Source: an optimization exercise on an open RTL-to-GDS flow (aim: small area, a short achievable clock period and few clock cycles). Production flows keep margins and buffers that such runs may drop.
The RTL was checked by simulation tests, not by an equivalence proof against the original design.
Power is estimated from default activity; no workload was simulated.

===== flow/design.v =====
package srio_req_pkg;
    localparam logic [3:0] FTYPE_DOORBELL = 4'hA;
    localparam logic [3:0] FTYPE_NWRITE   = 4'h5;
    localparam logic [3:0] TTYPE_NWRITE   = 4'h4;
    localparam logic [1:0] REQ_PRIO       = 2'd1;
    localparam logic [15:0] INFO_TARGET_READY = 16'h0100;
    localparam logic [15:0] INFO_TARGET_BUSY  = 16'h01FF;
    localparam logic [15:0] INFO_SELF_CHECK   = 16'h0101;
    localparam logic [15:0] INFO_INTEG_BASE   = 16'h0200;
    localparam int TARGET_STRIDE_SHIFT = 20;
    typedef enum logic [2:0] {
        IDLE,
        DB_REQ,
        DB_RESP,
        NWR,
        INTEG_DB_REQ,
        WAIT_ACK
    } ctrl_state_e;
    typedef enum logic [1:0] {
        REQ_SELF_DB,
        REQ_NWR,
        REQ_INTEG_DB
    } ireq_kind_e;
    typedef enum logic [1:0] {
        ERR_NONE          = 2'd0,
        ERR_DB_NO_RESP    = 2'd1,
        ERR_INTEG_NO_RESP = 2'd2
    } err_type_e;
endpackage
`timescale 1ns/1ps
module user_data_fifo #(
    parameter int FIFO_DEPTH = 32
) (
    input  logic        log_clk,
    input  logic        log_rst,
    input  logic        wr_valid_i,
    input  logic [63:0] wr_data_i,
    input  logic [7:0]  wr_keep_i,
    input  logic        wr_last_i,
    input  logic        rd_pop_i,
    output logic        wr_ready_o,
    output logic [63:0] rd_data_o,
    output logic [7:0]  rd_keep_o,
    output logic        rd_last_o,
    output logic        rd_empty_o
);
    localparam int AW = $clog2(FIFO_DEPTH);
    logic [63:0] data_mem [FIFO_DEPTH];
    logic [7:0]  keep_mem [FIFO_DEPTH];
    logic        last_mem [FIFO_DEPTH];
    logic [AW-1:0] wr_ptr;
    logic [AW-1:0] rd_ptr;
    logic [AW:0]   count;
    logic          full;
    logic          push;
    assign full       = (count == FIFO_DEPTH[AW:0]);
    assign rd_empty_o = (count == '0);
    assign wr_ready_o = !full || rd_pop_i;
    assign push       = wr_valid_i && wr_ready_o;
    assign rd_data_o = data_mem[rd_ptr];
    assign rd_keep_o = keep_mem[rd_ptr];
    assign rd_last_o = last_mem[rd_ptr];
    always_ff @(posedge log_clk or posedge log_rst) begin
        if (log_rst) begin
            wr_ptr <= '0;
            rd_ptr <= '0;
            count  <= '0;
        end else begin
            if (push) wr_ptr <= wr_ptr + 1'b1;
            if (rd_pop_i) rd_ptr <= rd_ptr + 1'b1;
            case ({push, rd_pop_i})
                2'b10:   count <= count + 1'b1;
                2'b01:   count <= count - 1'b1;
                default: count <= count;
            endcase
        end
    end
    always_ff @(posedge log_clk) begin
        if (push) begin
            data_mem[wr_ptr] <= wr_data_i;
            keep_mem[wr_ptr] <= wr_keep_i;
            last_mem[wr_ptr] <= wr_last_i;
        end
    end
endmodule
`timescale 1ns/1ps
module iresp_decoder (
    input  logic        log_clk,
    input  logic        log_rst,
    input  logic [15:0] target_id_i,
    input  logic        iresp_tvalid_i,
    input  logic [63:0] iresp_tdata_i,
    input  logic [31:0] iresp_tuser_i,
    output logic        rsp_ready_o,
    output logic        rsp_busy_o,
    output logic        rsp_confirm_o,
    output logic        target_sel_o,
    output logic [15:0] integ_info_o
);
    logic [3:0]  rsp_ftype;
    logic [15:0] rsp_src_id;
    logic [15:0] rsp_info;
    logic        rsp_hit;
    assign rsp_ftype  = iresp_tdata_i[55:52];
    assign rsp_info   = iresp_tdata_i[31:16];
    assign rsp_src_id = iresp_tuser_i[31:16];
    assign rsp_hit = iresp_tvalid_i && (rsp_ftype == srio_req_pkg::FTYPE_DOORBELL) &&
                     (rsp_src_id == target_id_i);
    assign rsp_ready_o   = rsp_hit && (rsp_info == srio_req_pkg::INFO_TARGET_READY);
    assign rsp_busy_o    = rsp_hit && (rsp_info == srio_req_pkg::INFO_TARGET_BUSY);
    assign rsp_confirm_o = rsp_hit && (rsp_info == integ_info_o);
    assign integ_info_o = srio_req_pkg::INFO_INTEG_BASE | {15'd0, !target_sel_o};
    always_ff @(posedge log_clk or posedge log_rst) begin
        if (log_rst) begin
            target_sel_o <= 1'b0;
        end else if (rsp_confirm_o) begin
            target_sel_o <= !target_sel_o;
        end
    end
endmodule
`timescale 1ns/1ps
module ireq_builder (
    input  logic                     log_clk,
    input  logic                     log_rst,
    input  logic                     req_start_i,
    input  srio_req_pkg::ireq_kind_e req_kind_i,
    input  logic [15:0]              src_id_i,
    input  logic [15:0]              des_id_i,
    input  logic                     target_sel_i,
    input  logic [15:0]              integ_info_i,
    input  logic                     ireq_tready_i,
    input  logic [63:0]              fifo_data_i,
    input  logic [7:0]               fifo_keep_i,
    input  logic                     fifo_last_i,
    input  logic                     fifo_empty_i,
    output logic                     req_done_o,
    output logic                     fifo_pop_o,
    output logic                     ireq_tvalid_o,
    output logic [63:0]              ireq_tdata_o,
    output logic [7:0]               ireq_tkeep_o,
    output logic                     ireq_tlast_o,
    output logic [31:0]              ireq_tuser_o
);
    logic        slot_free;
    logic        nwr_start;
    logic        db_start;
    logic        nwr_active;
    logic        hdr_pending;
    logic        hdr_now;
    logic [15:0] db_info;
    logic [63:0] db_beat;
    logic [63:0] nwr_hdr;
    assign slot_free = !ireq_tvalid_o || ireq_tready_i;
    assign nwr_start = req_start_i && (req_kind_i == srio_req_pkg::REQ_NWR);
    assign db_start  = req_start_i && (req_kind_i != srio_req_pkg::REQ_NWR);
    assign hdr_now   = hdr_pending || nwr_start;
    assign db_info = (req_kind_i == srio_req_pkg::REQ_INTEG_DB) ? integ_info_i : srio_req_pkg::INFO_SELF_CHECK;
    assign db_beat = {8'h00, srio_req_pkg::FTYPE_DOORBELL, 4'h0, 1'b0, srio_req_pkg::REQ_PRIO, 1'b0, 12'h000,
                      db_info, 16'h0000};
    assign nwr_hdr = {7'h00, target_sel_i, srio_req_pkg::FTYPE_NWRITE, srio_req_pkg::TTYPE_NWRITE, 1'b0, srio_req_pkg::REQ_PRIO, 1'b0,
                      fifo_data_i[7:0], 2'b00, {33'd0, target_sel_i} << srio_req_pkg::TARGET_STRIDE_SHIFT};
    assign fifo_pop_o   = (nwr_active || nwr_start) && slot_free && !fifo_empty_i;
    assign req_done_o   = ireq_tvalid_o && ireq_tready_i && ireq_tlast_o;
    assign ireq_tuser_o = {src_id_i, des_id_i};
    always_ff @(posedge log_clk or posedge log_rst) begin
        if (log_rst) begin
            nwr_active    <= 1'b0;
            hdr_pending   <= 1'b0;
            ireq_tvalid_o <= 1'b0;
            ireq_tlast_o  <= 1'b0;
        end else begin
            if (nwr_start) begin
                nwr_active  <= 1'b1;
                hdr_pending <= 1'b1;
            end
            if (fifo_pop_o) begin
                ireq_tvalid_o <= 1'b1;
                ireq_tlast_o  <= fifo_last_i;
                hdr_pending   <= 1'b0;
                nwr_active    <= !fifo_last_i;
            end else if (db_start) begin
                ireq_tvalid_o <= 1'b1;
                ireq_tlast_o  <= 1'b1;
            end else if (slot_free) begin
                ireq_tvalid_o <= 1'b0;
                ireq_tlast_o  <= 1'b0;
            end
        end
    end
    always_ff @(posedge log_clk) begin
        if (fifo_pop_o) begin
            ireq_tdata_o <= hdr_now ? nwr_hdr : fifo_data_i;
            ireq_tkeep_o <= hdr_now ? 8'hFF : fifo_keep_i;
        end else if (db_start) begin
            ireq_tdata_o <= db_beat;
            ireq_tkeep_o <= 8'hFF;
        end
    end
endmodule
`timescale 1ns/1ps
module req_ctrl_fsm #(
    parameter int TIMEOUT_CYCLES = 1024
) (
    input  logic                     log_clk,
    input  logic                     log_rst,
    input  logic                     self_check_i,
    input  logic                     nwr_req_i,
    input  logic                     link_initialized_i,
    input  logic                     req_done_i,
    input  logic                     rsp_ready_i,
    input  logic                     rsp_busy_i,
    input  logic                     rsp_confirm_i,
    output logic                     req_start_o,
    output srio_req_pkg::ireq_kind_e req_kind_o,
    output logic                     rapidio_ready_o,
    output logic                     nwr_ready_o,
    output logic                     nwr_busy_o,
    output logic                     nwr_ack_done_o,
    output logic                     error_o,
    output srio_req_pkg::err_type_e  error_type_o
);
    localparam int CNT_W = $clog2(TIMEOUT_CYCLES + 1);
    srio_req_pkg::ctrl_state_e      state;
    srio_req_pkg::ctrl_state_e      state_next;
    logic [CNT_W-1:0] wait_cnt;
    logic             wait_state;
    logic             cnt_expired;
    logic             db_timeout;
    logic             ack_timeout;
    assign wait_state  = (state == srio_req_pkg::DB_RESP) || (state == srio_req_pkg::WAIT_ACK);
    assign cnt_expired = (wait_cnt == CNT_W'(TIMEOUT_CYCLES));
    assign db_timeout  = (state == srio_req_pkg::DB_RESP) && cnt_expired && !rsp_ready_i && !rsp_busy_i;
    assign ack_timeout = (state == srio_req_pkg::WAIT_ACK) && cnt_expired && !rsp_confirm_i;
    assign error_o      = db_timeout || ack_timeout;
    assign error_type_o = db_timeout  ? srio_req_pkg::ERR_DB_NO_RESP :
                          ack_timeout ? srio_req_pkg::ERR_INTEG_NO_RESP : srio_req_pkg::ERR_NONE;
    assign rapidio_ready_o = !((state == srio_req_pkg::DB_REQ) || (state == srio_req_pkg::NWR) || (state == srio_req_pkg::INTEG_DB_REQ));
    always_comb begin
        state_next = state;
        case (state)
            srio_req_pkg::IDLE: begin
                if (link_initialized_i && self_check_i) begin
                    state_next = srio_req_pkg::DB_REQ;
                end else if (link_initialized_i && nwr_req_i) begin
                    state_next = srio_req_pkg::NWR;
                end
            end
            srio_req_pkg::DB_REQ: if (req_done_i) state_next = srio_req_pkg::DB_RESP;
            srio_req_pkg::DB_RESP: begin
                if (rsp_ready_i || rsp_busy_i || db_timeout) begin
                    state_next = srio_req_pkg::IDLE;
                end
            end
            srio_req_pkg::NWR: if (req_done_i) state_next = srio_req_pkg::INTEG_DB_REQ;
            srio_req_pkg::INTEG_DB_REQ: if (req_done_i) state_next = srio_req_pkg::WAIT_ACK;
            srio_req_pkg::WAIT_ACK: if (rsp_confirm_i || ack_timeout) state_next = srio_req_pkg::IDLE;
            default: state_next = srio_req_pkg::IDLE;
        endcase
    end
    always_ff @(posedge log_clk or posedge log_rst) begin
        if (log_rst) begin
            state          <= srio_req_pkg::IDLE;
            wait_cnt       <= '0;
            req_start_o    <= 1'b0;
            req_kind_o     <= srio_req_pkg::REQ_SELF_DB;
            nwr_ready_o    <= 1'b0;
            nwr_busy_o     <= 1'b0;
            nwr_ack_done_o <= 1'b0;
        end else begin
            state <= state_next;
            wait_cnt <= wait_state ? wait_cnt + 1'b1 : '0;
            req_start_o <= 1'b0;
            if (state == srio_req_pkg::IDLE && state_next == srio_req_pkg::DB_REQ) begin
                req_start_o <= 1'b1;
                req_kind_o  <= srio_req_pkg::REQ_SELF_DB;
            end else if (state == srio_req_pkg::IDLE && state_next == srio_req_pkg::NWR) begin
                req_start_o <= 1'b1;
                req_kind_o  <= srio_req_pkg::REQ_NWR;
            end else if (state == srio_req_pkg::NWR && state_next == srio_req_pkg::INTEG_DB_REQ) begin
                req_start_o <= 1'b1;
                req_kind_o  <= srio_req_pkg::REQ_INTEG_DB;
            end
            if (state == srio_req_pkg::DB_RESP && rsp_ready_i) begin
                nwr_ready_o <= 1'b1;
                nwr_busy_o  <= 1'b0;
            end else if (state == srio_req_pkg::DB_RESP && rsp_busy_i) begin
                nwr_ready_o <= 1'b0;
                nwr_busy_o  <= 1'b1;
            end else if (error_o || (state == srio_req_pkg::IDLE && state_next == srio_req_pkg::NWR)) begin
                nwr_ready_o <= 1'b0;
            end
            nwr_ack_done_o <= (state == srio_req_pkg::WAIT_ACK) && rsp_confirm_i;
        end
    end
endmodule
`timescale 1ns/1ps
module db_req_top #(
    parameter int TIMEOUT_CYCLES = 1024,
    parameter int FIFO_DEPTH     = 32
) (
    input  logic                    log_clk,
    input  logic                    log_rst,
    input  logic [15:0]             src_id_i,
    input  logic [15:0]             des_id_i,
    input  logic [15:0]             target_id_i,
    input  logic                    self_check_i,
    input  logic                    nwr_req_i,
    input  logic                    link_initialized_i,
    output logic                    rapidio_ready_o,
    output logic                    nwr_ready_o,
    output logic                    nwr_busy_o,
    output logic                    nwr_ack_done_o,
    output logic                    error_o,
    output srio_req_pkg::err_type_e error_type_o,
    input  logic                    user_tvalid_i,
    output logic                    user_tready_o,
    input  logic [63:0]             user_tdata_i,
    input  logic [7:0]              user_tkeep_i,
    input  logic                    user_tlast_i,
    output logic                    ireq_tvalid_o,
    input  logic                    ireq_tready_i,
    output logic [63:0]             ireq_tdata_o,
    output logic [7:0]              ireq_tkeep_o,
    output logic                    ireq_tlast_o,
    output logic [31:0]             ireq_tuser_o,
    input  logic                    iresp_tvalid_i,
    input  logic [63:0]             iresp_tdata_i,
    input  logic [31:0]             iresp_tuser_i
);
    logic        req_start;
    srio_req_pkg::ireq_kind_e  req_kind;
    logic        req_done;
    logic        rsp_ready;
    logic        rsp_busy;
    logic        rsp_confirm;
    logic        target_sel;
    logic [15:0] integ_info;
    logic        fifo_pop;
    logic [63:0] fifo_data;
    logic [7:0]  fifo_keep;
    logic        fifo_last;
    logic        fifo_empty;
    req_ctrl_fsm #(
        .TIMEOUT_CYCLES(TIMEOUT_CYCLES)
    ) u_ctrl (
        .log_clk           (log_clk),
        .log_rst           (log_rst),
        .self_check_i      (self_check_i),
        .nwr_req_i         (nwr_req_i),
        .link_initialized_i(link_initialized_i),
        .req_done_i        (req_done),
        .rsp_ready_i       (rsp_ready),
        .rsp_busy_i        (rsp_busy),
        .rsp_confirm_i     (rsp_confirm),
        .req_start_o       (req_start),
        .req_kind_o        (req_kind),
        .rapidio_ready_o   (rapidio_ready_o),
        .nwr_ready_o       (nwr_ready_o),
        .nwr_busy_o        (nwr_busy_o),
        .nwr_ack_done_o    (nwr_ack_done_o),
        .error_o           (error_o),
        .error_type_o      (error_type_o)
    );
    ireq_builder u_build (
        .log_clk      (log_clk),
        .log_rst      (log_rst),
        .req_start_i  (req_start),
        .req_kind_i   (req_kind),
        .src_id_i     (src_id_i),
        .des_id_i     (des_id_i),
        .target_sel_i (target_sel),
        .integ_info_i (integ_info),
        .ireq_tready_i(ireq_tready_i),
        .fifo_data_i  (fifo_data),
        .fifo_keep_i  (fifo_keep),
        .fifo_last_i  (fifo_last),
        .fifo_empty_i (fifo_empty),
        .req_done_o   (req_done),
        .fifo_pop_o   (fifo_pop),
        .ireq_tvalid_o(ireq_tvalid_o),
        .ireq_tdata_o (ireq_tdata_o),
        .ireq_tkeep_o (ireq_tkeep_o),
        .ireq_tlast_o (ireq_tlast_o),
        .ireq_tuser_o (ireq_tuser_o)
    );
    user_data_fifo #(
        .FIFO_DEPTH(FIFO_DEPTH)
    ) u_fifo (
        .log_clk   (log_clk),
        .log_rst   (log_rst),
        .wr_valid_i(user_tvalid_i),
        .wr_data_i (user_tdata_i),
        .wr_keep_i (user_tkeep_i),
        .wr_last_i (user_tlast_i),
        .rd_pop_i  (fifo_pop),
        .wr_ready_o(user_tready_o),
        .rd_data_o (fifo_data),
        .rd_keep_o (fifo_keep),
        .rd_last_o (fifo_last),
        .rd_empty_o(fifo_empty)
    );
    iresp_decoder u_resp (
        .log_clk       (log_clk),
        .log_rst       (log_rst),
        .target_id_i   (target_id_i),
        .iresp_tvalid_i(iresp_tvalid_i),
        .iresp_tdata_i (iresp_tdata_i),
        .iresp_tuser_i (iresp_tuser_i),
        .rsp_ready_o   (rsp_ready),
        .rsp_busy_o    (rsp_busy),
        .rsp_confirm_o (rsp_confirm),
        .target_sel_o  (target_sel),
        .integ_info_o  (integ_info)
    );
endmodule

===== flow/run.sh =====
#!/bin/bash
# synth_recipe.tcl (not shown) runs the flow's synth.tcl, then flattens the netlist and writes it again
# the make line also repeats each setting of config.mk as NAME=value (left out here)
make -C /OpenROAD-flow-scripts/flow DESIGN_CONFIG=/design/flow/config.mk WORK_HOME=/design/flow/orfs CLKGATE_MAP_FILE= SYNTH_SCRIPT=/design/flow/synth_recipe.tcl finish

===== flow/config.mk =====
export PLATFORM = sky130hd
export DESIGN_NAME = db_req_top
export DESIGN_NICKNAME = db_req_top
export VERILOG_FILES = /design/flow/design.v
export SDC_FILE = /design/flow/constraint.sdc
export NUM_CORES = 4
export LEC_CHECK = 0
export CAP_MARGIN = 20
export CORE_MARGIN = 2
export CORE_UTILIZATION = 40
export SLEW_MARGIN = 20

===== flow/constraint.sdc =====
create_clock -name core_clock -period 5.0 [get_ports {log_clk}]
set_input_delay 1.0000 -clock core_clock [delete_from_list [all_inputs] [get_ports {log_clk}]]
set_output_delay 1.0000 -clock core_clock [all_outputs]
set_load 0.01 [all_outputs]

==> run notes <==
[metal layers]
layer | track usage (%) | wire, um | up-vias
met5 | 0 | 129 | -
met4 | 5.236 | 5380 | 20
met3 | 3.840 | 16040 | 358
met2 | 30.52 | 110400 | 1554
met1 | 26.58 | 96350 | 23630
li1 | - | - | 17750
[state kept, by name (all words and copies together), names as in the netlist, 5 cells and up]
register	cells
u_build.ireq_tdata_o	64
u_build.ireq_tkeep_o	8
u_ctrl.wait_cnt	11
u_fifo.count	6
u_fifo.data_mem	2048
u_fifo.keep_mem	256
u_fifo.last_mem	32
u_fifo.rd_ptr	5
u_fifo.wr_ptr	5
[synth_stat cells, types with 3 or more instances]
master / instances / area share (%)
ha_1: 11 / 0.15
clkbuf_1: 42 / 0.17
inv_1: 16 / 0.064
nand4_1: 10 / 0.067
a21o_1: 3 / 0.024
o22ai_1: 6 / 0.040
mux2i_1: 144 / 1.5
and3_1: 5 / 0.033
dfrtp_1: 41 / 1.1
nand3_1: 14 / 0.074
a22oi_1: 12 / 0.096
nor2b_1: 39 / 0.26
nor3_1: 7 / 0.037
a21oi_1: 64 / 0.34
buf_4: 70 / 0.56
edfxtp_1: 2408 / 77
mux4_2: 664 / 16
and2_1: 3 / 0.020
buf_2: 103 / 0.55
buf_1: 12 / 0.048
nand2_1: 59 / 0.24
nand3b_1: 5 / 0.040
xor2_1: 9 / 0.084
nor2_1: 96 / 0.38
xnor2_1: 31 / 0.29
o21ai_1: 4 / 0.021
a211oi_1: 49 / 0.39
or2_2: 4 / 0.027
buf_6: 9 / 0.11
nor4_1: 4 / 0.027
nand2b_1: 6 / 0.040
nor4b_1: 3 / 0.028
o211ai_1: 9 / 0.072
o21ai_0: 17 / 0.090
[worst min-delay path, cell delays in order (launching register included)]
cell and delay (ns):
dfrtp_1 0.34, nor2_1 0.05, nor2_1 0.09
[through the flow]
stage	instances	hold WS (ns)	setup TNS (ns)
finish	7730	0.5146	0
global route	7726	0.5689	0
global placement	7281	0.4992	0
CTS	7720	0.5144	0
detailed placement	7281	0.5005	0
floorplan	4006	0.4755	-1148.62
[report_power, final]
part / switching, mW / total (mW) / internal, mW
Sequential: 0.787 / 24.9 / 24.1
Clock: 7.72 / 17.3 / 9.61
Combinational: 8.31 / 15.6 / 7.34
Total: 16.8 / 57.9 / 41.1
[how the worst max path moves through the flow]
stage	from	end	slack, ns
after floorplan	ireq_tready_i	u_fifo.data_mem[31][0]	-0.51
after global placement	iresp_tdata_i[27]	error_o	0.41
after detailed placement	iresp_tdata_i[27]	error_o	0.56
after CTS	iresp_tdata_i[27]	error_o	0.56
after global routing	iresp_tdata_i[27]	error_o	0.37
final	iresp_tdata_i[27]	error_o	0.56
[cell families (layout without fill, tap and decap cells)]
logic type | Yosys count | in the layout
multiplexers | 810 | 810
XOR/XNOR | 40 | 40
flip-flops | 2449 | 2449
AO/OA/AOI/OAI | 176 | 176
adder cells (fa/ha/maj) | 12 | 12
other | 0 | 9
buffers and inverters | 253 | 818
AND/OR/NAND/NOR | 266 | 266
[final cells by class]
type | count | area share, %
Antenna cell | 9 | 0.02072
Clock buffer | 294 | 5.673
Clock inverter | 145 | 1.272
Inverter | 17 | 0.06101
Multi-Input combinational cell | 1304 | 18.02
Sequential cell | 2449 | 67.49
Tap cell | 3150 | 3.626
Timing Repair Buffer | 362 | 3.839
==> run notes <==
delay-heaviest family, CP=simple AND/OR/NAND/NOR gates; post-synthesis net count=about 4200; endpoints failing setup=0; Starting DRT DRC Count=between 4000 and 5000; Avg Inst Size Synth=~23 um2; antenna-violating nets left=0; Worst R2R End=u_build.ireq_tdata_o[40]; NumNets Final=4608; library cells used by synthesis=between 50 and 60; Slew HR=25.84%; CTS Buf Count=roughly 240; Setup crit end kind=output port; Worst Hold Class=reg2reg; Max clock buf depth=3; GRT Util Overall=19.02%; synthesized area=approximately 0.094 mm2; reg2reg start=u_fifo.rd_ptr[0]; Simple-Gate Fraction of Synth Area=around 1.4%; Vias/cell=roughly 5.6; main combinational cell family by area after synthesis=multiplexers; Final Max Tran Viols=0; design area=about 0.11 mm2; Final period util=roughly 90%; CP arrival=approximately 3.4 ns; leading cell types in the layout, fill and taps excluded=2408 x edfxtp_1, 664 x mux4_2, 238 x clkbuf_16; Final Util=between 40% and 50%; CTS hold repair buffers=0; CP required=~4.0 ns; global-route wire length before repair=~320000 um; DP Worst Slack=roughly 0.56 ns; std cell rows=178; Startpoint Class=primary input; Synth Area in Adders=less than 1%; Cells on Worst Hold Path=2; dpl hpwl=between 100000 and 150000 um; RePlAce Congestion=approximately 0.74; CTS Root Buffer Type=clkbuf_16; Leak=roughly 34 nW; clock-pin slew on the worst setup and hold paths=0.06 ns; YS warnings=4; Clock Latency Late Sink=slightly below 0.9 ns; Core Box Area=~0.23 mm2; WL final=between 200000 and 250000 um; final worst setup slack=about 0.56 ns; Min-Delay Endpoint=u_build.nwr_active; vias in the first global route=around 44000; reg-to-reg setup timing slack=1.15 ns; Initial Utilization=approximately two fifths; initial antenna violation count=29; Fmax achieved=225.1 MHz; CTS tree=built; DP Area=~0.10 mm2; die height=just under 500 um; critical path class=in2out; GR Overflow Total=0; mux contribution to synthesized area=between 15 and 20%; status=finished clean; Largest stage delay, worst path=0.51 ns; number of flops mapped to enable cells by yosys=approximately 2400; DRC Markers=0; multi-input combinational cell area=about 0.020 mm2; largest net degree at the start of global routing=81; Async S/R FF share, synth=between 1.5 and 2%; WL/cell=approximately 30 um; Port Buffer Count=between 200 and 250; WP buf/inv=2; worst-path fanout max=3; Post-CTS Setup Bufs=0; Sequential Area=0.07335 mm2; post-cts resize count=0; logic depth of the worst setup path including buffers=7; hold path start=u_build.nwr_active; # H-tree levels=4; total power=around 58 mW; worst reg2reg path depth=7; Final Hold Fails=0; critical-path cell list=clkdlybuf4s50_1, nor4_1, nand4_1, nor4b_1, a31o_2, a31oi_1, clkdlybuf4s50_1; Synth Area in XOR/XNOR=less than 1%; FF+latch count, synth=2449; Mapped Cells=approximately 4000; Crit-path slowest cell=clkdlybuf4s50_1; Clock Skews=about 0.049 ns; FILL cells=between 15000 and 20000; fin crit period=4.443 ns; layout cell share with drive strength beyond 1=26.65%; most frequent CP cell=clkdlybuf4s50_1; post-synthesis sequential area ratio=between 70% and 80%; Compound-Gate Fraction of Synth Area=under 10%; Worst Tran Pin Value=approximately 1.1 ns; via count=43312; most common cell after layout, fill and taps aside=edfxtp_1; # clock sinks=2449; RSZ-0062 raised after global routing=no; Horiz. Die Dim=489.0 um; TritonRoute pass-1 iters=7; max_cap viols=0; die area=between 0.2 and 0.25 mm2; I/O pins=between 300 and 400; top_reg_cell synth=edfxtp_1; Pwr Density=between 500 and 600 mW/mm2; maximum vdd drop=just under 0.4 mV; area delta synth->final=15.54%
Testbench counts, summed over its fixed seeds: cycles 31,084.

-- afterwards: timing with drivers on the ports --
Ports are ideal in the flow. The routed layout listed here was re-timed in OpenROAD.
Step 1 sets driving cells, clkbuf_16 on the clock port and buf_2 on the other inputs (assumed; they add their load-dependent delay and slew).
Step 2 also shifts input and output timing later by t, the mid clock arrival at the registers, as if the neighbouring blocks saw the same clock.
a / b / c = ideal / step 1 / step 2; a / b = the first two.
t, ns: 0.970
slack for setup (ns): 0.557 / 0.533 / 0.533
latest minus earliest clock arrival (ns): 0.065 / 0.064
worst data-port slew with drivers (ns): 0.25
cell pins on the clock port's net: 1
After both steps setup and hold are still met in this run. The setup slack of this run moves by -0.024 ns with the drivers and by -0.024 ns with both steps.
